This design comes from an exercise in tuning for small area, a short achievable clock period and few clock cycles per item on the open sky130 flow, not from production work.
Only simulation tests tie the RTL to the original design; equivalence was not proved.
Power is estimated from default activity; no workload was simulated.

**flow/flow/run.sh**
```bash
#!/bin/bash
# Layout flow: the standard flow (standard.sh, unchanged synthesis) with
# two repair settings changed: timing repair aims below the clock period
# (a larger setup margin), and ports are buffered with buf_4 cells.
# make's full output goes to run_make.log in the work folder.
set -euo pipefail
cd "$(dirname "$0")/.."
MARGIN=${MARGIN:-5.9}
bash standard.sh \
  "SETUP_SLACK_MARGIN=${MARGIN}" \
  "BUFFER_PORTS_ARGS=-buffer_cell sky130_fd_sc_hd__buf_4" \
  finish > run_make.log 2>&1
test -f out/final.def
```
**flow/standard.sh**
```bash
#!/bin/bash
# synth_recipe.tcl (not shown) runs the flow's synth.tcl, then flattens the netlist and writes it again
# the make line also repeats each setting of config.mk as NAME=value (left out here)
make -C /OpenROAD-flow-scripts/flow DESIGN_CONFIG=/design/flow/config.mk WORK_HOME=/design/flow/orfs CLKGATE_MAP_FILE= SYNTH_SCRIPT=/design/flow/synth_recipe.tcl "${@:-finish}"
```
**flow/config.mk**
```make
export PLATFORM = sky130hd
export DESIGN_NAME = ospfb_top
export DESIGN_NICKNAME = ospfb_top
export VERILOG_FILES = /design/flow/design.v
export SDC_FILE = /design/flow/constraint.sdc
export NUM_CORES = 4
export LEC_CHECK = 0
export ABC_CLOCK_PERIOD_IN_PS = 3000
export CAP_MARGIN = 20
export CORE_MARGIN = 2
export CORE_UTILIZATION = 45
export CTS_CLUSTER_DIAMETER = 150
export CTS_CLUSTER_SIZE = 28
export SLEW_MARGIN = 20
```
**flow/constraint.sdc**
```tcl
create_clock -name core_clock -period 9.0 [get_ports {clk}]
set_input_delay 1.8000 -clock core_clock [delete_from_list [all_inputs] [get_ports {clk}]]
set_output_delay 1.8000 -clock core_clock [all_outputs]
set_load 0.01 [all_outputs]
```
**flow/design.v**
```verilog
package ospfb_pkg;
  localparam int SAMPLE_W = 16;
  localparam int COEFF_W  = 8;
  localparam int ACC_W    = 21;
  localparam int OUT_W    = 18;
  typedef logic signed [SAMPLE_W-1:0] sample_t;
  typedef logic signed [COEFF_W-1:0]  coeff_t;
  typedef logic signed [ACC_W-1:0]    acc_t;
  typedef logic signed [OUT_W-1:0]    out_t;
  localparam int OUT_MAX = (1 << (OUT_W - 1)) - 1;
  localparam int OUT_MIN = -(1 << (OUT_W - 1));
  localparam int DIG_W = 5;
endpackage
`timescale 1ns/1ns
import ospfb_pkg::*;
module ospfb_ctrl #(
  parameter int FFT_LEN = 32,
  parameter int DEC_FAC = 24,
  parameter int PTAPS   = 4,
  localparam int BR_W   = $clog2(FFT_LEN)
) (
  input  logic                     clk,
  input  logic                     rst_n,
  input  logic                     in_valid,
  output logic                     in_ready,
  output logic [FFT_LEN-1:0]       wsel,
  output logic                     commit,
  output logic                     late,
  output logic                     beat_valid,
  output logic                     beat_last,
  output logic [PTAPS*DIG_W-1:0]   beat_dig,
  output logic                     frame_start
);
  localparam int NCOEF = FFT_LEN * PTAPS;
  logic [DIG_W-1:0] dig_tab [NCOEF];
  for (genvar k = 0; k < NCOEF; k++) begin : g_coef
    localparam int H  = ((3 * k) % 11) - 5;
    localparam int B  = (H >= 3) ? 1 : ((H <= -3) ? -1 : 0);
    localparam int A  = H - 4 * B;
    assign dig_tab[k] = {A != 0, (A == 2) || (A == -2), A < 0, B != 0, B < 0};
  end
  logic [4:0]  koff;
  logic [4:0]  rres;     
  logic [4:0]  rres_m1;  
  logic        rd_act;
  logic        end_q;    
  logic        ok;
  logic        chk_q;    
  logic        fresh;
  logic [1:0]  g2;       
  logic [2:0]  gs;       
  logic [4:0]  prd_p1;   
  logic [2:0]  frs;      
  logic signed [6:0] dw;  
  logic [FFT_LEN-1:0] pvr;     
  logic [4:0]  apos;     
  logic [4:0]  ares;
  logic [4:0]  ares_p1;
  logic        nrdy_q;   
  logic        accept;
  logic        end_sw;
  logic        start_rd;
  logic [4:0]  koff_n;
  logic [4:0]  rres_n;
  logic        rd_n;
  logic [1:0]  g2_n;
  logic [2:0]  gs_n;
  logic [2:0]  frs_n;
  logic signed [6:0] dw_n;
  logic [4:0]  age0;     
  logic        le_0, le_24;
  logic        late_0, late_1, late_n;
  logic signed [7:0] dwi0, dwi1;
  logic [4:0]  age1_0, age1_1;
  logic [FFT_LEN-1:0] wsel0;
  logic        pv_nx0, cm_old, cm_new, commit_0, commit_1;
  logic [7:0]  x0p, x1p;
  logic [4:0]  age1_n;
  logic        commit_n;
  logic [7:0]  x0, x1;
  logic        chk_n;
  logic        free_0, free_1;
  logic        rdy_0, rdy_1;
  logic [4:0]  p_n;
  logic [4:0]  wpos;
  logic [PTAPS*DIG_W-1:0] dig_n, dig_c, dig_s;
  assign accept   = in_valid && !nrdy_q;
  assign end_sw   = end_q;
  assign start_rd = end_sw && ((ok && chk_q) || (!dw[6] && gs < 3'd2));
  assign koff_n = fresh ? 5'd7  : koff + 5'd1;
  assign rres_n = fresh ? 5'd16 : rres_m1;
  assign rd_n   = end_sw ? start_rd : rd_act;
  assign g2_n   = g2 + 2'(start_rd);
  assign gs_n   = (start_rd && gs != 3'd5) ? gs + 3'd1 : gs;
  assign frs_n  = start_rd ? gs : frs;
  assign wpos  = fresh ? 5'd16 : 5'(apos - 5'd1);
  assign wsel0 = FFT_LEN'(1) << wpos;
  assign wsel  = accept ? wsel0 : '0;
  assign le_0     = $signed({dw[6], dw}) <= $signed({3'b000, age0});
  assign le_24    = ($signed({dw[6], dw}) - 8'sd24) <= $signed({3'b000, age0});
  assign dwi0     = $signed({dw[6], dw});
  assign dwi1     = $signed({dw[6], dw}) + 8'sd1;
  assign age1_0   = fresh ? 5'd16 : 5'(age0 + 5'd1);
  assign age1_1   = fresh ? 5'd17 : 5'(age0 + 5'd2);
  assign late_0   = late_dec(pvr[2],             dwi0, age1_0);
  assign late_1   = late_dec(pvr[2] || wsel0[1], dwi1, age1_1);
  assign late_n   = accept ? late_1 : late_0;
  assign age1_n   = accept ? age1_1 : age1_0;
  function automatic logic late_dec(input logic pv, input logic signed [7:0] d, input logic [4:0] ag);
    logic la, lb;
    la = d <= $signed({3'b000, ag});
    lb = (d + 8'sd24) <= $signed({3'b000, ag});
    if (start_rd)
      late_dec = pv && la && gs <= 3'd1;
    else if ((koff_n == 5'd31) || end_sw || !rd_act)
      late_dec = pv && la && gs <= 3'd1;
    else
      late_dec = pv && lb && gs <= 3'd2;
  endfunction
  assign pv_nx0   = pvr[1] && !late;
  assign cm_old   = start_rd ? le_24 : le_0;
  assign cm_new   = start_rd ? (dw < 7'sd24) : (dw < 7'sd0);
  assign commit_0 = !fresh && pv_nx0 && cm_old;
  assign commit_1 = !fresh && (wsel0[0] ? cm_new : (pv_nx0 && cm_old));
  assign commit_n = accept ? commit_1 : commit_0;
  assign dw_n     = dw + 7'(accept) - (start_rd ? 7'sd24 : 7'sd0);
  assign x0 = 8'(dw) + 8'(5'({2'(3 * g2), 3'b000} + koff + 5'd1));
  assign x1 = 8'(dw) - 8'd24 + 8'({2'(3 * (g2 + 2'd1)), 3'b000});
  assign chk_n = accept ? (start_rd ? !x1p[7] : !x0p[7]) : (start_rd ? !x1[7] : !x0[7]);
  assign x0p = x0 + 8'd1;
  assign x1p = x1 + 8'd1;
  assign free_0 = !pvr[apos] || (commit && apos == 5'd0) || (late && apos == 5'd1);
  assign free_1 = !pvr[5'(apos - 5'd1)] || (commit && apos == 5'd1) || (late && apos == 5'd2);
  assign rdy_0 = free_0 && (fresh || !apos[0]) && (start_rd ? (dw < 7'sd48) : (dw < 7'sd24));
  assign rdy_1 = free_1 && (fresh || apos[0])  && (start_rd ? (dw < 7'sd47) : (dw < 7'sd23));
  function automatic logic [PTAPS*DIG_W-1:0] beat_digits(input logic [4:0] p, input logic [2:0] f);
    logic [7:0] thr;
    case (f)
      3'd0:    thr = 8'd24;
      3'd1:    thr = 8'd48;
      3'd2:    thr = 8'd72;
      3'd3:    thr = 8'd96;
      3'd4:    thr = 8'd120;
      default: thr = 8'd255;
    endcase
    for (int t = 0; t < PTAPS; t++) begin
      if ((8'(32 * t) + 8'(p)) >= thr)
        beat_digits[t*DIG_W +: DIG_W] = '0;
      else
        beat_digits[t*DIG_W +: DIG_W] = dig_tab[t*FFT_LEN + int'(p)];
    end
  endfunction
  assign dig_c = beat_digits(prd_p1, frs);
  assign dig_s = beat_digits({2'(3 * g2), 3'b000}, gs);
  assign dig_n = start_rd ? dig_s : dig_c;
  assign p_n   = start_rd ? {2'(3 * g2), 3'b000} : prd_p1;
  always_ff @(posedge clk or negedge rst_n) begin
    if (!rst_n) begin
      rd_act      <= 1'b0;
      end_q       <= 1'b0;
      ok          <= 1'b0;
      chk_q       <= 1'b0;
      fresh       <= 1'b1;
      g2          <= '0;
      gs          <= '0;
      dw          <= -7'sd24;
      pvr         <= '0;
      late        <= 1'b0;
      apos        <= 5'd16;
      age0        <= 5'd16;
      ares        <= '0;
      ares_p1     <= 5'd1;
      in_ready    <= 1'b0;
      nrdy_q      <= 1'b1;
      beat_valid  <= 1'b0;
      beat_last   <= 1'b0;
      frame_start <= 1'b0;
    end else begin
      rd_act   <= rd_n;
      end_q    <= (koff_n == 5'd31);
      ok       <= fresh ? 1'b0 : (end_sw ? 1'b1 : (ok && chk_q));
      chk_q    <= chk_n;
      if (accept) fresh <= 1'b0;
      g2       <= g2_n;
      gs       <= gs_n;
      dw       <= dw_n;
      pvr      <= wsel | {pvr[0] && !commit, pvr[FFT_LEN-1:2], pvr[1] && !late};
      late     <= late_n;
      age0     <= age1_n;
      apos     <= 5'((fresh ? 5'd17 : apos) - 5'd1 - 5'(accept));
      if (accept) begin
        ares    <= ares_p1;
        ares_p1 <= ares_p1 + 5'd1;
      end
      in_ready <= accept ? rdy_1 : rdy_0;
      nrdy_q   <= !(accept ? rdy_1 : rdy_0);
      beat_valid  <= rd_n;
      beat_last   <= rd_n && (koff_n == 5'd31);
      frame_start <= rd_n && (koff_n == 5'd0);
    end
  end
  always_ff @(posedge clk) begin
    koff    <= koff_n;
    rres    <= rres_n;
    rres_m1 <= rres_n - 5'd1;
    prd_p1  <= p_n + 5'd1;
    frs     <= frs_n;
    commit  <= commit_n;
  end
  always_ff @(posedge clk) begin
    beat_dig <= dig_n;
  end
endmodule
`timescale 1ns/1ns
import ospfb_pkg::*;
module pfb_delay_line #(
  parameter int FFT_LEN = 32,
  parameter int PTAPS   = 4
) (
  input  logic                      clk,
  input  logic [FFT_LEN-1:0]        wsel,      
  input  logic [SAMPLE_W-1:0]       wdata,
  input  logic                      commit,    
  input  logic                      late,      
  output logic [PTAPS*SAMPLE_W-1:0] taps_data  
);
  localparam int CW = PTAPS * SAMPLE_W;
  localparam int SW = SAMPLE_W;
  logic [FFT_LEN*CW-1:0] tap;
  logic [FFT_LEN*SW-1:0] pend;
  always_ff @(posedge clk) begin
    for (int k = 0; k < FFT_LEN; k += 2) begin
      logic pol;
      pol = ((k + 1) >> 1) & 1;
      pend[k*SW +: SW]     <= wsel[k] ? (wdata ^ {SW{pol}}) : ~pend[(k+1)*SW +: SW];
      pend[(k+1)*SW +: SW] <= pend[((k+2)%FFT_LEN)*SW +: SW];
    end
    for (int k = 1; k < FFT_LEN - 1; k++) begin
      tap[k*CW +: CW]  <= tap[(k+1)*CW +: CW];
    end
    tap[CW-1:2*SW] <= tap[CW+CW-1:CW+2*SW];
    tap[2*SW-1:0]  <= late ? {tap[CW+SW-1:CW], ~pend[SW+SW-1:SW]} : tap[CW+2*SW-1:CW];
    tap[(FFT_LEN-1)*CW +: CW]  <= commit ? {tap[CW-SW-1:0], pend[SW-1:0]} : tap[CW-1:0];
  end
  assign taps_data = tap[CW-1:0];
endmodule
`timescale 1ns/1ns
import ospfb_pkg::*;
module pfb_mac #(
  parameter int PTAPS = 4
) (
  input  logic                      clk,
  input  logic                      rst_n,
  input  logic                      beat_valid,
  input  logic                      beat_last,
  input  logic [PTAPS*DIG_W-1:0]    beat_dig,
  input  logic [PTAPS*SAMPLE_W-1:0] taps_data,
  output logic                      acc_valid,
  output ospfb_pkg::acc_t           acc,
  output logic                      acc_last
);
  localparam int W = ACC_W;
  localparam int NV = 2 * PTAPS + 1;
  logic [W-1:0] v [NV];
  logic [2:0]   nb;
  localparam logic [W-1:0] K_SIGN = W'(-(PTAPS * (1 << (SAMPLE_W)) + PTAPS * (1 << (SAMPLE_W + 1))));
  always_comb begin
    nb = '0;
    for (int t = 0; t < PTAPS; t++) begin
      logic [SAMPLE_W-1:0] x;
      logic a_nz, a_two, a_neg, b_nz, b_neg;
      logic [SAMPLE_W:0]   ma;
      logic [SAMPLE_W-1:0] mb;
      x = taps_data[t*SAMPLE_W +: SAMPLE_W];
      {a_nz, a_two, a_neg, b_nz, b_neg} = beat_dig[t*DIG_W +: DIG_W];
      if (a_two)      ma = {x, 1'b0};
      else if (a_nz)  ma = {x[SAMPLE_W-1], x};
      else            ma = '0;
      ma = ma ^ {(SAMPLE_W+1){a_neg}};
      mb = (b_nz ? x : '0) ^ {SAMPLE_W{b_neg}};
      v[2*t]   = W'({~ma[SAMPLE_W], ma[SAMPLE_W-1:0]});
      v[2*t+1] = W'({~mb[SAMPLE_W-1], mb[SAMPLE_W-2:0], 1'b0, a_neg});
      nb = nb + 3'(b_neg);
    end
    v[NV-1] = K_SIGN | W'({nb, 2'b00});
  end
  function automatic logic [2*W-1:0] csa(input logic [W-1:0] a, input logic [W-1:0] b, input logic [W-1:0] c);
    logic [W-1:0] s, cy;
    s  = a ^ b ^ c;
    cy = ((a & b) | (a & c) | (b & c)) << 1;
    csa = {cy, s};
  endfunction
  logic [W-1:0] s1, c1, s2, c2, s3, c3, s4, c4, s5, c5, s6, c6, s7, c7;
  logic [W-1:0] sum;
  always_comb begin
    {c1, s1} = csa(v[0], v[1], v[2]);
    {c2, s2} = csa(v[3], v[4], v[5]);
    {c3, s3} = csa(v[6], v[7], v[8]);
    {c4, s4} = csa(s1, c1, s2);
    {c5, s5} = csa(c2, s3, c3);
    {c6, s6} = csa(s4, c4, s5);
  end
  logic [W-1:0] s_q, c_q, e_q;
  logic         v_q, l_q;
  always_comb begin
    {c7, s7} = csa(s_q, c_q, e_q);
    sum = s7 + c7;
  end
  always_ff @(posedge clk or negedge rst_n) begin
    if (!rst_n) begin
      v_q       <= 1'b0;
      l_q       <= 1'b0;
      acc_valid <= 1'b0;
      acc_last  <= 1'b0;
    end else begin
      v_q       <= beat_valid;
      l_q       <= beat_valid && beat_last;
      acc_valid <= v_q;
      acc_last  <= l_q;
    end
  end
  always_ff @(posedge clk) begin
    s_q <= s6;
    c_q <= c6;
    e_q <= c5;
    acc <= sum;
  end
endmodule
`timescale 1ns/1ns
import ospfb_pkg::*;
module pfb_out_stage (
  input  logic clk,
  input  logic rst_n,
  input  logic acc_valid,
  input  ospfb_pkg::acc_t acc,
  input  logic acc_last,
  output logic out_valid,
  output ospfb_pkg::out_t out_data,
  output logic out_last,
  output logic out_sat
);
  logic clip;
  assign clip = (acc[ACC_W-1:OUT_W-1] != '0) && (acc[ACC_W-1:OUT_W-1] != '1);
  always_ff @(posedge clk or negedge rst_n) begin
    if (!rst_n) begin
      out_valid <= 1'b0;
      out_last  <= 1'b0;
      out_sat   <= 1'b0;
    end else begin
      out_valid <= acc_valid;
      out_last  <= acc_valid && acc_last;
      out_sat   <= acc_valid && clip;
    end
  end
  always_ff @(posedge clk) begin
    if (clip) out_data <= acc[ACC_W-1] ? OUT_W'(OUT_MIN) : OUT_W'(OUT_MAX);
    else      out_data <= acc[OUT_W-1:0];
  end
endmodule
`timescale 1ns/1ns
import ospfb_pkg::*;
module ospfb_top #(
  parameter int FFT_LEN = 32,
  parameter int DEC_FAC = 24,
  parameter int PTAPS   = 4,
  localparam int BR_W   = $clog2(FFT_LEN)
) (
  input  logic    clk,
  input  logic    rst_n,
  input  logic    in_valid,
  input  ospfb_pkg::sample_t in_data,
  output logic    in_ready,
  output logic    out_valid,
  output ospfb_pkg::out_t    out_data,
  output logic    out_last,
  output logic    out_sat,
  output logic    frame_start
);
  logic [FFT_LEN-1:0]        wsel;
  logic                      commit;
  logic                      late;
  logic                      beat_valid;
  logic                      beat_last;
  logic [PTAPS*DIG_W-1:0]    beat_dig;
  logic [PTAPS*SAMPLE_W-1:0] taps_data;
  logic                      acc_valid;
  ospfb_pkg::acc_t           acc;
  logic                      acc_last;
  ospfb_ctrl #(
    .FFT_LEN(FFT_LEN),
    .DEC_FAC(DEC_FAC),
    .PTAPS  (PTAPS)
  ) i_ctrl (
    .clk        (clk),
    .rst_n      (rst_n),
    .in_valid   (in_valid),
    .in_ready   (in_ready),
    .wsel       (wsel),
    .commit     (commit),
    .late       (late),
    .beat_valid (beat_valid),
    .beat_last  (beat_last),
    .beat_dig   (beat_dig),
    .frame_start(frame_start)
  );
  pfb_delay_line #(
    .FFT_LEN(FFT_LEN),
    .PTAPS  (PTAPS)
  ) i_delay_line (
    .clk      (clk),
    .wsel     (wsel),
    .wdata    (in_data),
    .commit   (commit),
    .late     (late),
    .taps_data(taps_data)
  );
  pfb_mac #(
    .PTAPS(PTAPS)
  ) i_mac (
    .clk       (clk),
    .rst_n     (rst_n),
    .beat_valid(beat_valid),
    .beat_last (beat_last),
    .beat_dig  (beat_dig),
    .taps_data (taps_data),
    .acc_valid (acc_valid),
    .acc       (acc),
    .acc_last  (acc_last)
  );
  pfb_out_stage i_out_stage (
    .clk      (clk),
    .rst_n    (rst_n),
    .acc_valid(acc_valid),
    .acc      (acc),
    .acc_last (acc_last),
    .out_valid(out_valid),
    .out_data (out_data),
    .out_last (out_last),
    .out_sat  (out_sat)
  );
endmodule
```
==> reports/results.txt, run 1 <==
Flop2flop setup slack -> 5.98 ns
# nets final -> 5131
Fill count -> 13.4k
Worst slew margin -> 32.8%
Min Tclk post-route -> 3.17 ns
Die extent in x -> 400 um
R2r endpoint -> i_ctrl.late
Hold Crit Depth -> 0
Setup crit end kind -> primary output
Drt first pass iters -> 5
Crit-path max FO -> 1
Yosys cell types -> 81
Final setup vio count -> 0
CP delay by family, top -> flip-flops
Clock Skew -> 0.0369 ns
Setup TNS -> 0 ns
Syn Nets -> 5111
Worst endpoint data arrival time -> 1.37 ns
Grt ovf -> 0
Final wirelength -> 110 mm
CP Cell Sequence -> buf_6
Leak Pwr -> 31.9 nW
Pins Over Slew Limit -> 0
Iter 0 DRT Violations -> 1776
Status -> finished clean
Yosys top cell by area -> dfxtp_1
I/O Pins -> 42
Async S/R FF share, synth -> 2.57%
Buffers on Ports -> 41
Top cell type's share of synthesized area -> 76.1%
P per Cell Area -> 363 nW/um2
Max Cap Viol -> 0
First-pass GRT wire length -> 175 mm
RePlAce Congestion -> 0.809
Placeable Area -> 156000 um2
Cell Area, Synth -> 70600 um2
Die height -> 400 um
Antenna-violating nets left -> 0
Overall Global Routing Usage -> 13.7%
Hpwl dp -> 69.9 mm
Multi-input gate area -> 13900 um2
Hold EP -> i_delay_line.pend[190]
Synth top area cells -> dfxtp_1 (76%), fa_1 (2.9%), dfrtp_1 (2.3%)
Clock latency on the worst-skew pair -> 0.76 ns
Startpoint type of the worst setup path -> register
Via count -> 31.1k
Cells after synthesis -> 4868
Flops & latches, synth -> 2759
Worst-Margin Slew -> 1.01 ns
Avg Cell Area, Syn -> 14.5 um2
Synth Warn # -> 6
Largest net degree at the start of global routing -> 72
Root Buffer -> clkbuf_16
Largest stage delay, worst path -> 0.47 ns
Hold wc startpoint -> i_delay_line.pend[206]
Achievable Freq -> 315 MHz
Ratio of cells with drive above 1 in the final layout -> 7.93%
Remaining DRCs -> 0
Slowest stage cell, crit path -> dfrtp_2
Crit Path Class -> register to primary output
Num Clock Sinks -> 2759
Initial antenna violation count -> 2
FF-to-FF path depth -> 8
CTS Hold Bufs -> 0
Area grow syn2layout -> 8.09%
CTS tree -> built
Critical path buffers and inverters -> 1
Core Util, Final -> 48.9%
Seq/Total Area, Yosys -> 78.7%
Most frequent cells in the layout -> dfxtp_1 (2667), nand2_1 (273), nor2_1 (205)
Cts bufs inserted -> 109
Vias per cell -> 4.47
RSZ-0062 raised after global routing -> yes
Hold_ws -> 0.305 ns
Cell Rows -> 145
Die footprint -> 160000 um2
Final hold vios -> 0
Clock-pin slew on the worst setup and hold paths -> 0.11 ns
Storage element area -> 55700 um2
Routed len/inst -> 15.8 um
Vias in the first global route -> 30.2k
Leading cell type in the layout, fill and taps excluded -> dfxtp_1
Peak supply drop -> 204 uV
Primary FF master, synth -> dfxtp_1
Post-synth EDFFs -> 3
Max Buffers Root-to-Sink -> 3
Origin of the critical flop-to-flop path -> i_ctrl.apos[0]
Crit share post-route -> 35.2%
H-tree depth -> 3
Worst Hold Class -> register to register
Initial Utilization -> 45.3%
Crit path required time -> 7.20 ns
[synthesized netlist by cell type, drive strengths merged (64+ instances only)]
library cell / instances
dfxtp: 2685
nand2: 280
nor2: 209
a21oi: 195
inv: 150
clkbuf: 143
mux2i: 138
o21ai: 134
ha: 121
fa: 103
xnor2: 103
mux2: 84
xor2: 79
dfrtp: 64
[what timing repair did]
item / 4_1_cts / 5_1_grt
gates resized for setup: 44 / 29
cloned: 1 / 0
buffers inserted: 3 / 23
pin swaps: 2 / 3
endpoints found under the setup margin: 176 / 181
[report_power, final]
part,leakage [nW],internal (mW),switching (mW),total (mW)
sequential,22.8,14.5,1.13,15.7
clock,1.43,2.26,3.37,5.63
combinational,7.71,2.73,3.66,6.39
total,31.9,19.5,8.16,27.7
[metal layers]
metal  global-route usage (%)  wire (um)
met2                     20.0      44900
met1                     21.0      58500
met3                     2.16       3830
met5                        0          0
met4                     4.06       2960
[cell families (layout without fill, tap and decap cells)]
group           Yosys count  after routing  synth area share [%]
flops                  2759           2759                  78.7
xor+xnor                182            182                  2.26
simple gates            643            643                  3.99
mux                     240            240                  3.91
fa+ha+maj               224            224                  5.06
buf+inv                 328            365                  1.88
compound gates          492            492                  4.16
other cells               0              1                     0
[flip-flops by register name, indices dropped and copies added (netlist names), 3 cells and up]
name                  cells
i_mac.c_q                19
i_mac.s_q                19
i_ctrl.frs                3
i_ctrl.age0               5
i_ctrl.gs                 3
i_ctrl.apos               5
i_delay_line.tap       2048
i_ctrl.dw                 7
i_ctrl.pvr               32
i_ctrl.koff               5
i_mac.e_q                17
i_ctrl.prd_p1             5
i_out_stage.out_data     18
i_delay_line.pend       512
i_ctrl.beat_dig          20
i_mac.acc                21
[per-stage QoR]
step	setup slack (ns)	std cells	power [mW]	area, um2
after floorplan	5.84	4868	20.1	70800
after global placement	5.10	6808	22.2	73000
after detailed placement	5.08	6808	22.2	73000
after CTS	5.75	6940	27.9	76100
after global routing	5.74	6963	29.5	76400
final	5.83	6964	27.7	76400
[how the worst max path moves through the flow]
stage,cells after the start,to,slack [ns],from
2_1_floorplan,9,i_delay_line.pend[100],5.84,in_valid
3_3_place_gp,6,i_delay_line.pend[137],5.10,in_valid
3_5_place_dp,7,i_delay_line.pend[300],5.08,in_valid
4_1_cts,1,out_sat,5.75,i_out_stage.out_sat
5_1_grt,1,out_sat,5.74,i_out_stage.out_sat
6_report,1,out_sat,5.83,i_out_stage.out_sat
[area by class of cell]
type | instances | share of cell area [%]
timing repair buffer | 85 | 0.891
multi-input combinational | 1781 | 18.2
inverter | 151 | 0.767
sequential | 2759 | 72.9
timing repair inverter | 1 | 0.00655
clock inverter | 6 | 0.125
clock buffer | 122 | 3.72
tap | 2058 | 3.37
antenna | 1 | 0.00328
Testbench counts, summed over its fixed seeds: cycles 12,520, items 12,288.
==> run 2, diff against run 1 <==
--- a/flow/config.mk
+++ b/flow/config.mk
@@ -9,6 +9,6 @@
 export CAP_MARGIN = 20
 export CORE_MARGIN = 2
-export CORE_UTILIZATION = 45
-export CTS_CLUSTER_DIAMETER = 150
+export CORE_UTILIZATION = 40
+export CTS_CLUSTER_DIAMETER = 100
 export CTS_CLUSTER_SIZE = 28
 export SLEW_MARGIN = 20
==> run 2 against run 1 <==
Worst setup slack better by 0.029 ns. Non-clock buffer count grew 4. Synthesized area unchanged. Maximum frequency is 0.93% higher. Global-route usage fell by 1.5 points. Largest cell class unchanged. Power increased by 0.68%. Synthesized cell count did not move. Critical path depth did not move. Design area rose by 0.73%. Critical path type unchanged. Still clean. Combinational power increased by 2%. First-iteration DRC count fell by 4.4%.
==> reports/results.txt, run 2 <==
Simple-gate share of the synthesized area -> 3.99% (unchanged)
Comb pwr share -> 23.3% (was 23.1%)
CTS tree -> built (unchanged)
Synth Area in Adders -> 5.06% (unchanged)
Die extent in x -> 424 um (was 400 um)
Clk network pwr share -> 20.5% (was 20.3%)
CP delay by family, top -> flip-flops (unchanged)
Synth Warn # -> 6 (unchanged)
Initial Utilization -> 40.2% (was 45.3%)
Flops & latches, synth -> 2759 (unchanged)
Placeable Area -> 176000 um2 (was 156000 um2)
Peak supply drop -> 182 uV (was 204 uV)
Sw Ratio -> 29.6% (was 29.5%)
Main combinational cell family by area after synthesis -> adder cells (unchanged)
Hold wc startpoint -> i_delay_line.tap[1523] (was i_delay_line.pend[206])
Syn Nets -> 5111 (unchanged)
Largest register FFs -> 2048 (unchanged)
RePlAce Congestion -> 0.803 (was 0.809)
Int Pwr -> 19.6 mW (was 19.5 mW)
Flop2flop setup slack -> 6.02 ns (was 5.98 ns)
Xor/xnor share of the synthesized area -> 2.26% (unchanged)
Sequential Power Share -> 56.2% (was 56.6%)
Max Buffers Root-to-Sink -> 3 (unchanged)
Reg with most FFs -> i_delay_line.tap (unchanged)
Crit path required time -> 7.20 ns (about the same)
Final hold vios -> 0 (unchanged)
FF-to-FF path depth -> 13 (was 8)
Crit Path Class -> register to primary output (unchanged)
Buffers on Ports -> 41 (unchanged)
Worst-Margin Slew -> 0.963 ns (was 1.01 ns)
Largest net degree at the start of global routing -> 72 (unchanged)
Area grow syn2layout -> 8.89% (was 8.09%)
Crit-path max FO -> 1 (unchanged)
First-pass GRT wire length -> 174 mm (was 175 mm)
Slowest stage cell, crit path -> dfrtp_1 (was dfrtp_2)
Hold Crit Depth -> 0 (unchanged)
Clock Skew -> 0.0382 ns (was 0.0369 ns)
# nets final -> 5136 (was 5131)
Post-synthesis mux area share -> 3.91% (unchanged)
P per Cell Area -> 362 nW/um2 (was 363 nW/um2)
Antenna-violating nets left -> 0 (unchanged)
Leading cell type in the layout, fill and taps excluded -> dfxtp_1 (unchanged)
Yosys cell types -> 81 (unchanged)
Worst Hold Class -> register to register (unchanged)
Num Clock Sinks -> 2759 (unchanged)
Overall Global Routing Usage -> 12.2% (was 13.7%)
H-tree depth -> 3 (unchanged)
Hold_ws -> 0.309 ns (was 0.305 ns)
Vias per cell -> 4.32 (was 4.47)
Drt first pass iters -> 5 (unchanged)
Async S/R FF share, synth -> 2.57% (unchanged)
RSZ-0062 raised after global routing -> yes (unchanged)
Largest stage delay, worst path -> 0.42 ns (was 0.47 ns)
Most frequent cells after synthesis -> dfxtp_1 (2685), nand2_1 (276), nor2_1 (207) (unchanged)
I/O Pins -> 42 (unchanged)
Via count -> 31.4k (was 31.1k)
Post-synth EDFFs -> 3 (unchanged)
Cell Area, Synth -> 70600 um2 (unchanged)
Primary FF master, synth -> dfxtp_1 (unchanged)
Min Tclk post-route -> 3.14 ns (was 3.17 ns)
Origin of the critical flop-to-flop path -> i_ctrl.dw[2] (was i_ctrl.apos[0])
Vias in the first global route -> 30.6k (was 30.2k)
Ratio of cells with drive above 1 in the final layout -> 8.46% (was 7.93%)
Worst slew margin -> 35.8% (was 32.8%)
Iter 0 DRT Violations -> 1698 (was 1776)
Top-count cell post-synth -> dfxtp_1 (unchanged)
Setup crit end kind -> primary output (unchanged)
Leak Pwr -> 32.0 nW (was 31.9 nW)
Die height -> 424 um (was 400 um)
Hold EP -> i_delay_line.tap[1459] (was i_delay_line.pend[190])
Compound-Gate Fraction of Synth Area -> 4.16% (unchanged)
Fill count -> 15.8k (was 13.4k)
Worst endpoint data arrival time -> 1.34 ns (was 1.37 ns)
Cells after synthesis -> 4868 (unchanged)
Max Cap Viol -> 0 (unchanged)
Seq/Total Area, Yosys -> 78.7% (unchanged)
Final setup vio count -> 0 (unchanged)
Grt ovf -> 0 (unchanged)
Crit share post-route -> 34.9% (was 35.2%)
Setup TNS -> 0 ns (unchanged)
Routed len/inst -> 15.2 um (was 15.8 um)
Regs by FF count -> i_delay_line.tap: 2048 flops, i_delay_line.pend: 512 flops, i_ctrl.pvr: 32 flops (unchanged)
Clock-pin slew on the worst setup and hold paths -> 0.10 ns (was 0.11 ns)
Critical path buffers and inverters -> 1 (unchanged)
Initial antenna violation count -> 7 (was 2)
Startpoint type of the worst setup path -> register (unchanged)
Clock latency on the worst-skew pair -> 0.78 ns (was 0.76 ns)
Avg Cell Area, Syn -> 14.5 um2 (unchanged)
Achievable Freq -> 318 MHz (was 315 MHz)
Top cell type's share of synthesized area -> 76.1% (unchanged)
CP Cell Sequence -> buf_6 (unchanged)
Die footprint -> 180000 um2 (was 160000 um2)
Yosys top cell by area -> dfxtp_1 (unchanged)
Cts bufs inserted -> 110 (was 109)
Pins Over Slew Limit -> 0 (unchanged)
Synth top area cells -> dfxtp_1 (76%), fa_1 (2.9%), dfrtp_1 (2.3%) (unchanged)
Cell Rows -> 154 (was 145)
Remaining DRCs -> 0 (unchanged)
Root Buffer -> clkbuf_16 (unchanged)
Final wirelength -> 111 mm (was 110 mm)
Most frequent cells in the layout -> dfxtp_1 (2663), nand2_1 (273), nor2_1 (204) (was dfxtp_1 (2667), nand2_1 (273), nor2_1 (205))
R2r endpoint -> i_ctrl.late (unchanged)
Switching pwr -> 8.26 mW (was 8.16 mW)
Status -> finished clean (unchanged)
Hpwl dp -> 70.1 mm (was 69.9 mm)
Critical Path Start -> i_ctrl.frame_start (was i_out_stage.out_sat)
-- run 2: cell types whose count changed in the layout (fill, tap and decap cells not counted), moves of 3 or more --
| cell | before | now |
|---|---|---|
| clkinv_8 | 1 | 4 |
| dfxtp_1 | 2667 | 2663 |
| dfxtp_2 | 12 | 15 |
| o31ai_1 | 7 | 4 |
| o31ai_2 | 1 | 4 |
-- run 2: cell type report --
type                       instances  area, um2  share of cell area (%)
sequential                      2759      55700                    72.4
tap                             2340       2930                    3.81
timing repair buffer              89        712                   0.926
multi-input combinational       1781      14000                    18.1
clock inverter                    12        174                   0.226
clock buffer                     122       2860                    3.72
antenna                            3       7.51                 0.00976
inverter                         151        589                   0.766
timing repair inverter             1       5.00                 0.00651
-- run 2: worst max path at each step --
stage                                   endpoint  slack, ns  cells past startpoint
after CTS                            frame_start       5.76                      1
final                                frame_start       5.86                      1
after global routing                 frame_start       5.76                      1
after global placement    i_delay_line.pend[326]       4.84                      8
after detailed placement  i_delay_line.pend[290]       5.06                      7
after floorplan           i_delay_line.pend[100]       5.84                      9
-- run 2: what timing repair did --
action	CTS	global route
buffers inserted	5	27
setup endpoints to repair	177	218
hold buffers	0	0
endpoints found under the hold margin	0	0
resized for setup	44	45
gates cloned	1	0
pin swaps	2	3
-- run 2: logic make-up after synthesis --
family                     Yosys count
xor gates and xnor gates           182
DFF                               2759
AOI/OAI and AO/OA                  492
muxes                              240
and+or+nand+nor                    643
adders and majority gates          224
buffers and inverters              328
-- run 2: through the flow --
step	worst slack [ns]	instance area [um2]	instances	power, mW	util (%)
after global routing	5.76	76900	7256	29.7	43.8
after detailed placement	5.06	73300	7088	22.3	41.7
after CTS	5.76	76500	7228	28.0	43.5
after floorplan	5.84	70800	4868	20.1	-
final	5.86	76900	7258	27.9	43.8
after global placement	4.84	73300	7088	22.1	41.7
-- run 2: power groups by stage --
stage,Sequential [mW],Clock (mW),Combinational (mW)
2_1_floorplan,15.3,0,4.79
3_3_place_gp,16.0,0,6.17
3_5_place_dp,16.0,0,6.27
4_1_cts,15.7,5.96,6.33
5_1_grt,15.9,6.37,7.38
6_report,15.7,5.72,6.49
-- run 2: routing by layer --
layer  wire length, um  vias up  track usage, %
met3              3870      177            2.12
li1                  -    15600               -
met1             58600    15200            18.5
met4              3170        0            3.91
met5                 0        -               0
met2             44900      418            17.6
==> run 3, diff against run 2 <==
--- a/flow/config.mk
+++ b/flow/config.mk
@@ -10,5 +10,5 @@
 export CORE_MARGIN = 2
 export CORE_UTILIZATION = 40
-export CTS_CLUSTER_DIAMETER = 100
-export CTS_CLUSTER_SIZE = 28
+export CTS_CLUSTER_DIAMETER = 80
+export CTS_CLUSTER_SIZE = 20
 export SLEW_MARGIN = 20
==> run 3 against run 2 <==
Still clean on timing, DRC and antenna. Sequential share of layout area decreased by 1.5 points. Worst hold slack improved by 0.00070 ns. Critical path depth unchanged. Design area increased by 2.1%. Clock skew decreased by 0.0057 ns. Utilization increased by 0.92 points. Sequential cell count unchanged. Via count increased by 0.85%. Clock power increased by 25%. Critical path type unchanged. Largest cell class unchanged. Largest power group unchanged.
==> reports/results.txt, run 3 <==
Min Tclk post-route -> 3.16 ns (was 3.14 ns)
Critical path buffers and inverters -> 1 (unchanged)
Iter 0 DRT Violations -> 1849 (was 1698)
Total power -> 29.3 mW (was 27.9 mW)
Hold_ws -> 0.309 ns (about the same)
Ratio of cells with drive above 1 in the final layout -> 9.77% (was 8.46%)
Cells after synthesis -> 4868 (unchanged)
Hpwl dp -> 70.1 mm (unchanged)
RSZ-0062 raised after global routing -> yes (unchanged)
Final setup vio count -> 0 (unchanged)
CP Cell Sequence -> buf_6 (unchanged)
Most frequent cells in the layout -> dfxtp_1 (2650), nand2_1 (273), nor2_1 (204) (was dfxtp_1 (2663), nand2_1 (273), nor2_1 (204))
Grt ovf -> 0 (unchanged)
Die height -> 424 um (unchanged)
Top-count cell post-synth -> dfxtp_1 (unchanged)
Initial Utilization -> 40.2% (unchanged)
Placeable Area -> 176000 um2 (unchanged)
Leak Pwr -> 32.7 nW (was 32.0 nW)
Synth Warn # -> 6 (unchanged)
Core Util, Final -> 44.7% (was 43.8%)
Status -> finished clean (unchanged)
Final non-filler cell total -> 7318 (was 7258)
Post-synth EDFFs -> 3 (unchanged)
Largest register FFs -> 2048 (unchanged)
Origin of the critical flop-to-flop path -> i_ctrl.beat_dig[0] (was i_ctrl.dw[2])
Startpoint type of the worst setup path -> register (unchanged)
H-tree depth -> 4 (was 3)
Max Cap Viol -> 0 (unchanged)
Via count -> 31.6k (was 31.4k)
Flop2flop setup slack -> 6.02 ns (about the same)
Die extent in x -> 424 um (unchanged)
Largest stage delay, worst path -> 0.42 ns (about the same)
Crit Path Class -> register to primary output (unchanged)
Worst slew margin -> 34.7% (was 35.8%)
Die footprint -> 180000 um2 (unchanged)
CTS tree -> built (unchanged)
Drt first pass iters -> 5 (unchanged)
Crit-path max FO -> 1 (unchanged)
Regs by FF count -> i_delay_line.tap: 2048 flops, i_delay_line.pend: 512 flops, i_ctrl.pvr: 32 flops (unchanged)
Crit share post-route -> 35.2% (was 34.9%)
Seq/Total Area, Yosys -> 78.7% (unchanged)
Clock latency on the worst-skew pair -> 0.82 ns (was 0.78 ns)
Syn Nets -> 5111 (unchanged)
Peak supply drop -> 208 uV (was 182 uV)
Vias per cell -> 4.32 (about the same)
Top cell type's share of synthesized area -> 76.1% (unchanged)
Worst Hold Class -> register to register (unchanged)
Design area -> 78500 um2 (was 76900 um2)
Cell Area, Placed -> 73300 um2 (unchanged)
Worst-Margin Slew -> 0.980 ns (was 0.963 ns)
Cell Rows -> 154 (unchanged)
Synth top area cells -> dfxtp_1 (76%), fa_1 (2.9%), dfrtp_1 (2.3%) (unchanged)
Max Buffers Root-to-Sink -> 3 (unchanged)
Initial antenna violation count -> 6 (was 7)
Clock Skew -> 0.0325 ns (was 0.0382 ns)
RePlAce Congestion -> 0.803 (unchanged)
Worst endpoint data arrival time -> 1.36 ns (was 1.34 ns)
Hold wc startpoint -> i_delay_line.tap[912] (was i_delay_line.tap[1523])
P per Cell Area -> 373 nW/um2 (was 362 nW/um2)
First-pass GRT wire length -> 177 mm (was 174 mm)
Setup WS pre-CTS -> 5.06 ns (unchanged)
Yosys cell types -> 81 (unchanged)
Primary FF master, synth -> dfxtp_1 (unchanged)
Yosys top cell by area -> dfxtp_1 (unchanged)
Crit path required time -> 7.20 ns (about the same)
Clock-pin slew on the worst setup and hold paths -> 0.08 ns (was 0.10 ns)
Flops & latches, synth -> 2759 (unchanged)
Placed cells -> 7088 (unchanged)
Final hold vios -> 0 (unchanged)
Final WS setup -> 5.84 ns (was 5.86 ns)
Reg with most FFs -> i_delay_line.tap (unchanged)
Buffers on Ports -> 41 (unchanged)
Cell Area, Synth -> 70600 um2 (unchanged)
Slowest stage cell, crit path -> dfrtp_1 (unchanged)
Most frequent cells after synthesis -> dfxtp_1 (2685), nand2_1 (276), nor2_1 (207) (unchanged)
Critical Path Start -> i_ctrl.frame_start (unchanged)
Routed len/inst -> 15.2 um (about the same)
Largest net degree at the start of global routing -> 72 (unchanged)
Avg Cell Area, Syn -> 14.5 um2 (unchanged)
Antenna-violating nets left -> 0 (unchanged)
Leading cell type in the layout, fill and taps excluded -> dfxtp_1 (unchanged)
Async S/R FF share, synth -> 2.57% (unchanged)
CP delay by family, top -> flip-flops (unchanged)
Area grow syn2layout -> 11.2% (was 8.89%)
Setup TNS -> 0 ns (unchanged)
CTS Hold Bufs -> 0 (unchanged)
Final wirelength -> 112 mm (was 111 mm)
Remaining DRCs -> 0 (unchanged)
Vias in the first global route -> 31.3k (was 30.6k)
Setup crit end kind -> primary output (unchanged)
Overall Global Routing Usage -> 12.5% (was 12.2%)
Root Buffer -> clkbuf_16 (unchanged)
Pins Over Slew Limit -> 0 (unchanged)
# nets final -> 5180 (was 5136)
Achievable Freq -> 316 MHz (was 318 MHz)
Num Clock Sinks -> 2759 (unchanged)
I/O Pins -> 42 (unchanged)
Cts bufs inserted -> 162 (was 110)
[run 3: cell counts after synthesis]
Identical to the previous run, type by type.
[run 3: cell type report]
cell class	count	area, um2
timing repair inverter	1	5.00
multi-input combinational	1781	14000
clock buffer	171	4090
timing repair buffer	81	711
fill	15600	97200
sequential	2759	55700
antenna	4	10.0
tap	2340	2930
inverter	151	591
clock inverter	30	541
[run 3: path summary, 6_finish.rpt]
check                                             end  cells after the start
worst max register to register           i_mac.s_q[3]                     10
worst max-delay path                      frame_start                      1
worst min-delay path            i_delay_line.tap[848]                      0
max in group asynchronous                i_ctrl.g2[0]                      1
worst min register to register  i_delay_line.tap[848]                      0
min in group asynchronous              i_ctrl.pvr[13]                      1
[run 3: where the power goes]
group	switching, mW	internal (mW)	leakage (nW)	total, mW
Sequential	1.17	14.5	22.8	15.7
Clock	3.80	3.36	2.24	7.15
Combinational	3.67	2.77	7.69	6.45
Total	8.64	20.7	32.7	29.3
[run 3: kinds of logic after synthesis]
logic type | share of synthesized area, %
AO/OA/AOI/OAI | 4.16
XOR/XNOR | 2.26
adder cells (fa/ha/maj) | 5.06
buffers and inverters | 1.88
flip-flops | 78.7
multiplexers | 3.91
AND/OR/NAND/NOR | 3.99
[run 3: layer usage]
layer / up-vias / global-route usage (%) / wire (um)
li1: 15700 / - / -
met4: 0 / 4.27 / 2970
met3: 185 / 2.48 / 4330
met2: 452 / 17.9 / 45800
met5: - / 0 / 0
met1: 15300 / 18.6 / 58500
[run 3: what timing repair did]
item | CTS | global route
hold endpoints to repair | 0 | 0
buffers inserted | 10 | 14
endpoints found under the setup margin | 193 | 231
gates cloned | 1 | 0
resized for setup | 76 | 41
pin swaps | 2 | 4
==> run 4, diff against run 3 <==
--- a/flow/flow/run.sh
+++ b/flow/flow/run.sh
@@ -6,5 +6,5 @@
 set -euo pipefail
 cd "$(dirname "$0")/.."
-MARGIN=${MARGIN:-5.9}
+MARGIN=${MARGIN:-5.8}
 bash standard.sh \
   "SETUP_SLACK_MARGIN=${MARGIN}" \
--- a/flow/config.mk
+++ b/flow/config.mk
@@ -10,5 +10,5 @@
 export CORE_MARGIN = 2
 export CORE_UTILIZATION = 40
-export CTS_CLUSTER_DIAMETER = 80
-export CTS_CLUSTER_SIZE = 20
+export CTS_CLUSTER_DIAMETER = 150
+export CTS_CLUSTER_SIZE = 28
 export SLEW_MARGIN = 20
==> run 4 against run 3 <==
Combinational power is 2% lower. Clock skew is 0.017 ns higher. Wire length is 1.8% lower. Synthesized area stayed put. Design area is 2.6% lower. Sequential power hardly changed. Clock-buffer cell count is 53 lower. Non-clock buffer count is 10 lower. First-iteration DRC count is 8.8% lower. Largest cell class unchanged. Maximum frequency is 1.6% higher. Still clean on timing, DRC and antenna.
==> reports/results.txt, run 4 <==
Cell Area, Placed -> 73300 um2 (about the same)
Flops & latches, synth -> 2759 (unchanged)
Peak supply drop -> 175 uV (was 208 uV)
Leading cell type in the layout, fill and taps excluded -> dfxtp_1 (unchanged)
Avg Cell Area, Syn -> 14.5 um2 (unchanged)
Worst-Margin Slew -> 1.06 ns (was 0.980 ns)
Hold wc startpoint -> i_delay_line.tap[1843] (was i_delay_line.tap[912])
Crit Path Class -> register to primary output (unchanged)
CP Cell Sequence -> buf_6 (unchanged)
First-pass GRT wire length -> 174 mm (was 177 mm)
Grt ovf -> 0 (unchanged)
CP delay by family, top -> flip-flops (unchanged)
Most frequent cells after synthesis -> dfxtp_1 (2685), nand2_1 (276), nor2_1 (207) (unchanged)
Hold Crit Depth -> 0 (unchanged)
Clock latency on the worst-skew pair -> 0.78 ns (was 0.82 ns)
RSZ-0062 raised after global routing -> yes (unchanged)
Most frequent cells in the layout -> dfxtp_1 (2670), nand2_1 (274), nor2_1 (204) (was dfxtp_1 (2650), nand2_1 (273), nor2_1 (204))
Primary FF master, synth -> dfxtp_1 (unchanged)
Setup crit end kind -> primary output (unchanged)
Flop2flop setup slack -> 5.90 ns (was 6.02 ns)
Die footprint -> 180000 um2 (unchanged)
Comb pwr share -> 22.9% (was 22.0%)
Vias per cell -> 4.31 (was 4.32)
Top-count cell post-synth -> dfxtp_1 (unchanged)
Final wirelength -> 110 mm (was 112 mm)
Hpwl dp -> 69.6 mm (was 70.1 mm)
Max Buffers Root-to-Sink -> 3 (unchanged)
Crit share post-route -> 34.6% (was 35.2%)
Achievable Freq -> 321 MHz (was 316 MHz)
Setup TNS -> 0 ns (unchanged)
Crit-path max FO -> 1 (unchanged)
Drt first pass iters -> 7 (was 5)
Die extent in x -> 424 um (unchanged)
Design area -> 76500 um2 (was 78500 um2)
Cts bufs inserted -> 108 (was 162)
Synth top area cells -> dfxtp_1 (76%), fa_1 (2.9%), dfrtp_1 (2.3%) (unchanged)
Core Util, Final -> 43.5% (was 44.7%)
Slowest stage cell, crit path -> dfrtp_1 (unchanged)
Root Buffer -> clkbuf_16 (unchanged)
Top cell type's share of synthesized area -> 76.1% (unchanged)
RePlAce Congestion -> 0.778 (was 0.803)
Max Cap Viol -> 0 (unchanged)
R2r endpoint -> i_ctrl.chk_q (was i_mac.s_q[3])
Area grow syn2layout -> 8.30% (was 11.2%)
Crit path required time -> 7.20 ns (about the same)
Origin of the critical flop-to-flop path -> i_ctrl.g2[0] (was i_ctrl.beat_dig[0])
Antenna-violating nets left -> 0 (unchanged)
Hold EP -> i_delay_line.tap[1779] (was i_delay_line.tap[848])
Via count -> 31.2k (was 31.6k)
Min Tclk post-route -> 3.11 ns (was 3.16 ns)
Regs by FF count -> i_delay_line.tap: 2048 flops, i_delay_line.pend: 512 flops, i_ctrl.pvr: 32 flops (unchanged)
Clock-pin slew on the worst setup and hold paths -> 0.10 ns (was 0.08 ns)
Status -> finished clean (unchanged)
CTS tree -> built (unchanged)
Initial antenna violation count -> 6 (unchanged)
Cell Area, Synth -> 70600 um2 (unchanged)
Final WS setup -> 5.89 ns (was 5.84 ns)
Yosys top cell by area -> dfxtp_1 (unchanged)
Worst endpoint data arrival time -> 1.31 ns (was 1.36 ns)
Largest net degree at the start of global routing -> 72 (unchanged)
Sequential Power Share -> 56.8% (was 53.6%)
Leak Pwr -> 31.8 nW (was 32.7 nW)
Vias in the first global route -> 30.8k (was 31.3k)
Pins Over Slew Limit -> 0 (unchanged)
Num Clock Sinks -> 2759 (unchanged)
Largest stage delay, worst path -> 0.41 ns (was 0.42 ns)
Seq/Total Area, Yosys -> 78.7% (unchanged)
FF-to-FF path depth -> 13 (was 10)
P per Cell Area -> 361 nW/um2 (was 373 nW/um2)
Cell Rows -> 154 (unchanged)
Switching pwr -> 8.13 mW (was 8.64 mW)
# nets final -> 5115 (was 5180)
Critical path buffers and inverters -> 1 (unchanged)
Worst Hold Class -> register to register (unchanged)
Final non-filler cell total -> 7231 (was 7318)
Buffers on Ports -> 41 (unchanged)
Largest register FFs -> 2048 (unchanged)
Cells after synthesis -> 4868 (unchanged)
Final setup vio count -> 0 (unchanged)
Setup WS pre-CTS -> 4.90 ns (was 5.06 ns)
Sw Ratio -> 29.4% (was 29.5%)
Die height -> 424 um (unchanged)
Final hold vios -> 0 (unchanged)
Clock Skew -> 0.0494 ns (was 0.0325 ns)
Hold_ws -> 0.307 ns (was 0.309 ns)
Iter 0 DRT Violations -> 1687 (was 1849)
Overall Global Routing Usage -> 12.2% (was 12.5%)
Critical path depth -> 1 (unchanged)
Total power -> 27.6 mW (was 29.3 mW)
Synth Warn # -> 6 (unchanged)
Placeable Area -> 176000 um2 (unchanged)
Worst slew margin -> 29.3% (was 34.7%)
I/O Pins -> 42 (unchanged)
Routed len/inst -> 15.1 um (was 15.2 um)
Async S/R FF share, synth -> 2.57% (unchanged)
Int Pwr -> 19.5 mW (was 20.7 mW)
Post-synth EDFFs -> 3 (unchanged)
Ratio of cells with drive above 1 in the final layout -> 7.49% (was 9.77%)
Initial Utilization -> 40.2% (unchanged)
Reg with most FFs -> i_delay_line.tap (unchanged)
Yosys cell types -> 81 (unchanged)
H-tree depth -> 3 (was 4)
Remaining DRCs -> 0 (unchanged)
Clk network pwr share -> 20.3% (was 24.4%)
Placed cells -> 7090 (was 7088)
Syn Nets -> 5111 (unchanged)
Startpoint type of the worst setup path -> register (unchanged)
==> run 4: cell counts after synthesis <==
No cell type changed its count.
==> run 4: per-layer routing <==
metal	routed length, um	GRT usage (%)
met3	3810	2.09
met1	57900	18.3
met2	45000	17.9
met4	2830	3.68
met5	0	0
==> run 4: cells by family (layout without fill, tap and decap cells) <==
group,after synthesis,after routing,synth area share [%]
adder cells (fa/ha/maj),224,224,5.06
flip-flops,2759,2759,78.7
AND/OR/NAND/NOR,643,643,3.99
buffers and inverters,328,346,1.88
XOR/XNOR,182,182,2.26
other,0,5,0
multiplexers,240,240,3.91
AO/OA/AOI/OAI,492,492,4.16
==> run 4: worst reg2reg max path: stages (launching register included) <==
cell and delay [ns]:
dfrtp_2 0.41, inv_1 0.10, ha_1 0.22, or2_4 0.26, ha_1 0.30, ha_1 0.22, inv_1 0.07, fa_1 0.41
nor2_1 0.12, and4_1 0.23, nand2_1 0.09, mux2i_1 0.17, a221oi_1 0.10, a221oi_1 0.32
==> run 4: final cells by class <==
class	count	area, um2
Antenna cell	5	12.5
Clock buffer	118	2790
Clock inverter	6	92.6
Fill cell	15800	99200
Inverter	151	582
Multi-Input combinational cell	1781	13900
Sequential cell	2759	55700
Tap cell	2340	2930
Timing Repair Buffer	71	557
==> run 4: power by group through the flow <==
stage	Combinational (mW)	Clock, mW	Sequential, mW
2_1_floorplan	4.78	0	15.3
3_3_place_gp	6.17	0	16.0
3_5_place_dp	6.24	0	16.0
4_1_cts	6.29	5.85	15.7
5_1_grt	7.21	6.27	15.9
6_report	6.33	5.61	15.7
==> run 4: timing repair <==
| action | in CTS | in global routing |
|---|---|---|
| endpoints found under the setup margin | 137 | 142 |
| hold buffers | 0 | 0 |
| pin swaps | 0 | 3 |
| setup buffers | 4 | 8 |
| gates resized for setup | 28 | 29 |
==> run 4: worst max path at each step <==
stage / startpoint / end / slack, ns
global route: i_ctrl.frame_start / frame_start / 5.76
finish: i_ctrl.frame_start / frame_start / 5.89
global placement: in_valid / i_delay_line.pend[495] / 4.90
floorplan: in_valid / i_ctrl.dw[6] / 5.78
detailed placement: in_valid / i_delay_line.pend[495] / 4.90
CTS: i_ctrl.beat_dig[5] / i_mac.s_q[3] / 5.74
==> run 5, diff against run 4 <==
--- a/flow/flow/run.sh
+++ b/flow/flow/run.sh
@@ -6,5 +6,5 @@
 set -euo pipefail
 cd "$(dirname "$0")/.."
-MARGIN=${MARGIN:-5.8}
+MARGIN=${MARGIN:-6.0}
 bash standard.sh \
   "SETUP_SLACK_MARGIN=${MARGIN}" \
==> run 5 against run 4 <==
Cell count up 0.29%. Sequential power about the same. Highest routed layer unchanged. Critical endpoint unchanged. Global-route usage up 0.12 points. Design area up 0.60%. Still clean on timing, DRC and antenna.
==> reports/results.txt, run 5 <==
Status -> finished clean (unchanged)
Worst endpoint data arrival time -> 1.35 ns (was 1.31 ns)
Ratio of cells with drive above 1 in the final layout -> 8.84% (was 7.49%)
Max Cap Viol -> 0 (unchanged)
Avg Cell Area, Syn -> 14.5 um2 (unchanged)
Crit Path Class -> register to primary output (unchanged)
Overall Global Routing Usage -> 12.3% (was 12.2%)
RePlAce Congestion -> 0.795 (was 0.778)
Antenna-violating nets left -> 0 (unchanged)
Die height -> 424 um (unchanged)
Setup crit end kind -> primary output (unchanged)
Startpoint type of the worst setup path -> register (unchanged)
Crit path required time -> 7.20 ns (about the same)
Worst slew margin -> 33.3% (was 29.3%)
Worst-Margin Slew -> 1.00 ns (was 1.06 ns)
Clock Skew -> 0.0546 ns (was 0.0494 ns)
Die footprint -> 180000 um2 (unchanged)
# nets final -> 5133 (was 5115)
WL met3 -> 3.66 mm (was 3.81 mm)
Crit share post-route -> 34.9% (was 34.6%)
Synth Warn # -> 6 (unchanged)
Die extent in x -> 424 um (unchanged)
Grt ovf -> 0 (unchanged)
Top cell type's share of synthesized area -> 76.1% (unchanged)
Max Buffers Root-to-Sink -> 3 (unchanged)
Area grow syn2layout -> 8.95% (was 8.30%)
Largest stage delay, worst path -> 0.43 ns (was 0.41 ns)
Min Tclk post-route -> 3.15 ns (was 3.11 ns)
Critical path buffers and inverters -> 1 (unchanged)
Final non-filler cell total -> 7252 (was 7231)
Cts bufs inserted -> 109 (was 108)
Slowest stage cell, crit path -> dfrtp_1 (unchanged)
Synth top area cells -> dfxtp_1 (76%), fa_1 (2.9%), dfrtp_1 (2.3%) (unchanged)
Cell Rows -> 154 (unchanged)
Reg with most FFs -> i_delay_line.tap (unchanged)
Primary FF master, synth -> dfxtp_1 (unchanged)
P per Cell Area -> 361 nW/um2 (about the same)
Clock-pin slew on the worst setup and hold paths -> 0.10 ns (about the same)
Num Clock Sinks -> 2759 (unchanged)
I/O Pins -> 42 (unchanged)
Cell Area, Synth -> 70600 um2 (unchanged)
Remaining DRCs -> 0 (unchanged)
Final hold vios -> 0 (unchanged)
Most frequent cells after synthesis -> dfxtp_1 (2685), nand2_1 (276), nor2_1 (207) (unchanged)
Yosys cell types -> 81 (unchanged)
Final wirelength -> 111 mm (was 110 mm)
Crit-path max FO -> 1 (unchanged)
H-tree depth -> 3 (unchanged)
Largest register FFs -> 2048 (unchanged)
RSZ-0062 raised after global routing -> yes (unchanged)
Initial Utilization -> 40.2% (unchanged)
First-pass GRT wire length -> 175 mm (was 174 mm)
Critical path depth -> 1 (unchanged)
Leak Pwr -> 31.9 nW (was 31.8 nW)
Post-synth EDFFs -> 3 (unchanged)
Met2 routed WL -> 45.3 mm (was 45.0 mm)
Flops & latches, synth -> 2759 (unchanged)
Seq/Total Area, Yosys -> 78.7% (unchanged)
CTS Hold Bufs -> 0 (unchanged)
Top-count cell post-synth -> dfxtp_1 (unchanged)
Most frequent cells in the layout -> dfxtp_1 (2641), nand2_1 (272), nor2_1 (203) (was dfxtp_1 (2670), nand2_1 (274), nor2_1 (204))
Root Buffer -> clkbuf_16 (unchanged)
Placed cells -> 7089 (was 7090)
Cells after synthesis -> 4868 (unchanged)
Clock latency on the worst-skew pair -> 0.79 ns (was 0.78 ns)
Buffers on Ports -> 41 (unchanged)
Vias in the first global route -> 30.8k (about the same)
Hold_ws -> 0.303 ns (was 0.307 ns)
Async S/R FF share, synth -> 2.57% (unchanged)
FF-to-FF path depth -> 13 (unchanged)
Iter 0 DRT Violations -> 1754 (was 1687)
Worst Hold Class -> register to register (unchanged)
Via count -> 31.1k (was 31.2k)
Largest net degree at the start of global routing -> 72 (unchanged)
Achievable Freq -> 318 MHz (was 321 MHz)
CP Cell Sequence -> buf_6 (unchanged)
Hpwl dp -> 69.9 mm (was 69.6 mm)
Total power -> 27.8 mW (was 27.6 mW)
Core Util, Final -> 43.8% (was 43.5%)
Hold Crit Depth -> 0 (unchanged)
Initial antenna violation count -> 8 (was 6)
Syn Nets -> 5111 (unchanged)
DR top layer -> met4 (unchanged)
Leading cell type in the layout, fill and taps excluded -> dfxtp_1 (unchanged)
Placeable Area -> 176000 um2 (unchanged)
Drt first pass iters -> 5 (was 7)
WL met1 -> 59.1 mm (was 57.9 mm)
Peak supply drop -> 191 uV (was 175 uV)
CP delay by family, top -> flip-flops (unchanged)
Routed len/inst -> 15.3 um (was 15.1 um)
Pins Over Slew Limit -> 0 (unchanged)
Yosys top cell by area -> dfxtp_1 (unchanged)
Regs by FF count -> i_delay_line.tap: 2048 flops, i_delay_line.pend: 512 flops, i_ctrl.pvr: 32 flops (unchanged)
Final setup vio count -> 0 (unchanged)
Vias per cell -> 4.29 (was 4.31)
Setup TNS -> 0 ns (unchanged)
CTS tree -> built (unchanged)
run 5: cell counts after synthesis:
No cell type changed its count.
run 5: final timing paths:
check                                  startpoint                     end  slack, ns
max reg2reg                          i_ctrl.dw[1]             i_ctrl.late       5.99
min                        i_delay_line.tap[1649]  i_delay_line.tap[1585]       0.30
max in group asynchronous                   rst_n            i_ctrl.g2[0]       7.09
min reg2reg                i_delay_line.tap[1649]  i_delay_line.tap[1585]       0.30
min in group asynchronous                   rst_n           i_ctrl.pvr[4]       1.18
max                            i_ctrl.frame_start             frame_start       5.85
run 5: layout make-up:
type	count	area, um2
fillers	15700	98800
flip-flops and latches	2759	55700
multi-input cells	1782	14000
well taps	2340	2930
clock buffers	119	2800
repair buffers	86	747
inverters	151	593
clock inverters	10	144
diodes	4	10.0
repair inverters	1	5.00
run 5: kinds of logic (layout without fill, tap and decap cells):
logic type      count (synthesis)  in the layout  synth area share (%)
mux                           240            240                  3.91
simple gates                  643            644                  3.99
other cells                     0              4                     0
xor+xnor                      182            182                  2.26
flops                        2759           2759                  78.7
fa+ha+maj                     224            224                  5.06
buf+inv                       328            367                  1.88
compound gates                492            492                  4.16
run 5: repair_timing:
item,4_1_cts,5_1_grt
buffers inserted,4,24
gates cloned,1,1
resized for setup,84,57
pin swaps,3,12
setup endpoints to repair,236,240
run 5: metal layers:
| metal | track usage [%] | up-vias |
|---|---|---|
| met2 | 17.8 | 400 |
| met5 | 0 | - |
| met4 | 3.63 | 0 |
| li1 | - | 15600 |
| met1 | 18.8 | 15000 |
| met3 | 2.00 | 140 |
run 5: stage by stage:
step           setup WS [ns]  cell area, um2
6_report                5.85           77000
5_1_grt                 5.76           77000
4_1_cts                 5.76           76600
3_5_place_dp            5.01           73300
3_3_place_gp            4.86           73300
2_1_floorplan           5.84           70800
run 5: power by group:
part           switching, mW  internal, mW
clock                   3.43          2.25
combinational           3.69          2.79
sequential              1.12          14.5
total                   8.24          19.6
==> run 6, diff against run 5 <==
--- a/flow/flow/run.sh
+++ b/flow/flow/run.sh
@@ -6,5 +6,5 @@
 set -euo pipefail
 cd "$(dirname "$0")/.."
-MARGIN=${MARGIN:-6.0}
+MARGIN=${MARGIN:-5.9}
 bash standard.sh \
   "SETUP_SLACK_MARGIN=${MARGIN}" \
==> run 6 against run 5 <==
Still clean. Worst setup slack gained 0.011 ns. Critical path depth is the same. Sequential power is essentially flat. Global-route usage shrank 0.095 points. Synthesized area is the same. Critical path type unchanged. Critical endpoint unchanged. Largest power group unchanged. Highest routed layer unchanged.
==> reports/results.txt, run 6 <==
Cell Area, Synth -> 70600 um2 (unchanged)
Clock-pin slew on the worst setup and hold paths -> 0.10 ns (about the same)
Leading cell type in the layout, fill and taps excluded -> dfxtp_1 (unchanged)
Clock Skew -> 0.0380 ns (was 0.0546 ns)
Crit path required time -> 7.20 ns (about the same)
Die height -> 424 um (unchanged)
CTS tree -> built (unchanged)
Largest register FFs -> 2048 (unchanged)
Crit share post-route -> 34.8% (was 34.9%)
RSZ-0062 raised after global routing -> yes (unchanged)
FF-to-FF path depth -> 13 (unchanged)
Buffers on Ports -> 41 (unchanged)
Remaining DRCs -> 0 (unchanged)
Hold EP -> i_delay_line.pend[158] (was i_delay_line.tap[1585])
Routed len/inst -> 15.2 um (was 15.3 um)
Most frequent cells in the layout -> dfxtp_1 (2666), nand2_1 (273), nor2_1 (204) (was dfxtp_1 (2641), nand2_1 (272), nor2_1 (203))
Top-count cell post-synth -> dfxtp_1 (unchanged)
Hpwl dp -> 70.1 mm (was 69.9 mm)
Worst endpoint data arrival time -> 1.33 ns (was 1.35 ns)
Final hold vios -> 0 (unchanged)
Vias in the first global route -> 30.6k (was 30.8k)
Final setup vio count -> 0 (unchanged)
Design area -> 76700 um2 (was 77000 um2)
Leak Pwr -> 31.9 nW (about the same)
Die footprint -> 180000 um2 (unchanged)
Hold wc startpoint -> i_delay_line.pend[174] (was i_delay_line.tap[1649])
Worst slew margin -> 35.4% (was 33.3%)
Hold_ws -> 0.311 ns (was 0.303 ns)
CTS Hold Bufs -> 0 (unchanged)
Setup WS pre-CTS -> 5.06 ns (was 5.01 ns)
Async S/R FF share, synth -> 2.57% (unchanged)
Num Clock Sinks -> 2759 (unchanged)
Achievable Freq -> 319 MHz (was 318 MHz)
CP delay by family, top -> flip-flops (unchanged)
P per Cell Area -> 361 nW/um2 (about the same)
Critical path buffers and inverters -> 1 (unchanged)
Reg with most FFs -> i_delay_line.tap (unchanged)
H-tree depth -> 3 (unchanged)
Post-synth EDFFs -> 3 (unchanged)
Peak supply drop -> 191 uV (about the same)
Top cell type's share of synthesized area -> 76.1% (unchanged)
# nets final -> 5131 (was 5133)
RePlAce Congestion -> 0.803 (was 0.795)
Synth top area cells -> dfxtp_1 (76%), fa_1 (2.9%), dfrtp_1 (2.3%) (unchanged)
Slowest stage cell, crit path -> dfrtp_1 (unchanged)
Flop2flop setup slack -> 6.02 ns (was 5.99 ns)
Grt ovf -> 0 (unchanged)
Antenna-violating nets left -> 0 (unchanged)
Yosys cell types -> 81 (unchanged)
Initial Utilization -> 40.2% (unchanged)
Cts bufs inserted -> 108 (was 109)
I/O Pins -> 42 (unchanged)
Final wirelength -> 110 mm (was 111 mm)
Root Buffer -> clkbuf_16 (unchanged)
Pins Over Slew Limit -> 0 (unchanged)
Crit Path Class -> register to primary output (unchanged)
Iter 0 DRT Violations -> 1705 (was 1754)
CP Cell Sequence -> buf_6 (unchanged)
Yosys top cell by area -> dfxtp_1 (unchanged)
Initial antenna violation count -> 6 (was 8)
Cell Rows -> 154 (unchanged)
Vias per cell -> 4.32 (was 4.29)
Synth Warn # -> 6 (unchanged)
Setup TNS -> 0 ns (unchanged)
Seq/Total Area, Yosys -> 78.7% (unchanged)
Worst Hold Class -> register to register (unchanged)
Cells after synthesis -> 4868 (unchanged)
Worst-Margin Slew -> 0.970 ns (was 1.00 ns)
Min Tclk post-route -> 3.13 ns (was 3.15 ns)
Max Cap Viol -> 0 (unchanged)
Hold Crit Depth -> 0 (unchanged)
Status -> finished clean (unchanged)
Most frequent cells after synthesis -> dfxtp_1 (2685), nand2_1 (276), nor2_1 (207) (unchanged)
Via count -> 31.3k (was 31.1k)
Ratio of cells with drive above 1 in the final layout -> 8.11% (was 8.84%)
Overall Global Routing Usage -> 12.2% (was 12.3%)
Origin of the critical flop-to-flop path -> i_ctrl.dw[3] (was i_ctrl.dw[1])
Clock latency on the worst-skew pair -> 0.78 ns (was 0.79 ns)
Regs by FF count -> i_delay_line.tap: 2048 flops, i_delay_line.pend: 512 flops, i_ctrl.pvr: 32 flops (unchanged)
Flops & latches, synth -> 2759 (unchanged)
Startpoint type of the worst setup path -> register (unchanged)
Drt first pass iters -> 5 (unchanged)
Cell Area, Placed -> 73300 um2 (about the same)
R2r endpoint -> i_ctrl.chk_q (was i_ctrl.late)
Avg Cell Area, Syn -> 14.5 um2 (unchanged)
Setup crit end kind -> primary output (unchanged)
Largest stage delay, worst path -> 0.43 ns (about the same)
Area grow syn2layout -> 8.64% (was 8.95%)
Final WS setup -> 5.87 ns (was 5.85 ns)
Syn Nets -> 5111 (unchanged)
Placeable Area -> 176000 um2 (unchanged)
First-pass GRT wire length -> 174 mm (was 175 mm)
Largest net degree at the start of global routing -> 72 (unchanged)
Crit-path max FO -> 1 (unchanged)
Primary FF master, synth -> dfxtp_1 (unchanged)
Max Buffers Root-to-Sink -> 3 (unchanged)
Die extent in x -> 424 um (unchanged)
-- run 6: cell count changes in the layout (fill, tap and decap cells not counted), moves of 4 or more --
cell / before / now
buf_6: 25 / 7
ha_1: 111 / 116
clkbuf_1: 8 / 12
buf_4: 60 / 78
dfxtp_2: 35 / 12
dfxtp_1: 2641 / 2666
-- run 6: repair_timing --
action                                  CTS  global route
cloned                                    1             0
pin swaps                                 0             4
endpoints found under the setup margin  179           198
buffers inserted                          8            21
gates resized for setup                  50            35
-- run 6: kinds of logic after synthesis --
kind of cell | Yosys count | share of synthesized area [%]
mux | 240 | 3.91
compound gates | 492 | 4.16
flops | 2759 | 78.7
buf+inv | 328 | 1.88
simple gates | 643 | 3.99
xor+xnor | 182 | 2.26
fa+ha+maj | 224 | 5.06
-- run 6: area by class of cell --
type	count	area [um2]
flip-flops and latches	2759	55700
clock inverters	7	120
inverters	151	591
multi-input cells	1781	14000
clock buffers	121	2770
fillers	15800	99000
diodes	2	5.00
well taps	2340	2930
repair buffers	86	684
repair inverters	1	5.00
-- run 6: stage by stage --
stage / power [mW] / util (%) / std cells
floorplan: 20.1 / - / 4868
global placement: 22.1 / 41.7 / 7088
detailed placement: 22.3 / 41.7 / 7088
CTS: 27.9 / 43.5 / 7225
global route: 29.5 / 43.7 / 7246
finish: 27.7 / 43.7 / 7248
-- run 6: report_power, final --
group	switching (mW)	leakage [nW]	total, mW	internal, mW
logic	3.71	7.70	6.49	2.77
registers	1.12	22.8	15.7	14.5
clock network	3.37	1.41	5.59	2.22
-- run 6: worst max path at each step --
| stage | endpoint | slack [ns] | cells past startpoint | start |
|---|---|---|---|---|
| after floorplan | i_delay_line.pend[100] | 5.84 | 9 | in_valid |
| after global placement | i_delay_line.pend[326] | 4.84 | 8 | in_valid |
| after detailed placement | i_delay_line.pend[290] | 5.06 | 7 | in_valid |
| after CTS | frame_start | 5.77 | 1 | i_ctrl.frame_start |
| after global routing | frame_start | 5.77 | 1 | i_ctrl.frame_start |
| final | frame_start | 5.87 | 1 | i_ctrl.frame_start |
-- run 6: layer usage --
layer	global-route usage, %	wire (um)	vias up
met5	0	0	-
met4	3.51	2850	0
met3	2.21	3800	158
met2	17.7	44800	418
met1	18.5	58500	15100
li1	-	-	15600

Re-timed with assumed drivers on the ports (clkbuf_16 on the clock, buf_2 on other inputs), run 6 has 5.790 ns of setup slack against 5.866 ns with ideal ports, and 5.533 ns once port delays also move by the mid clock arrival of 0.833 ns.
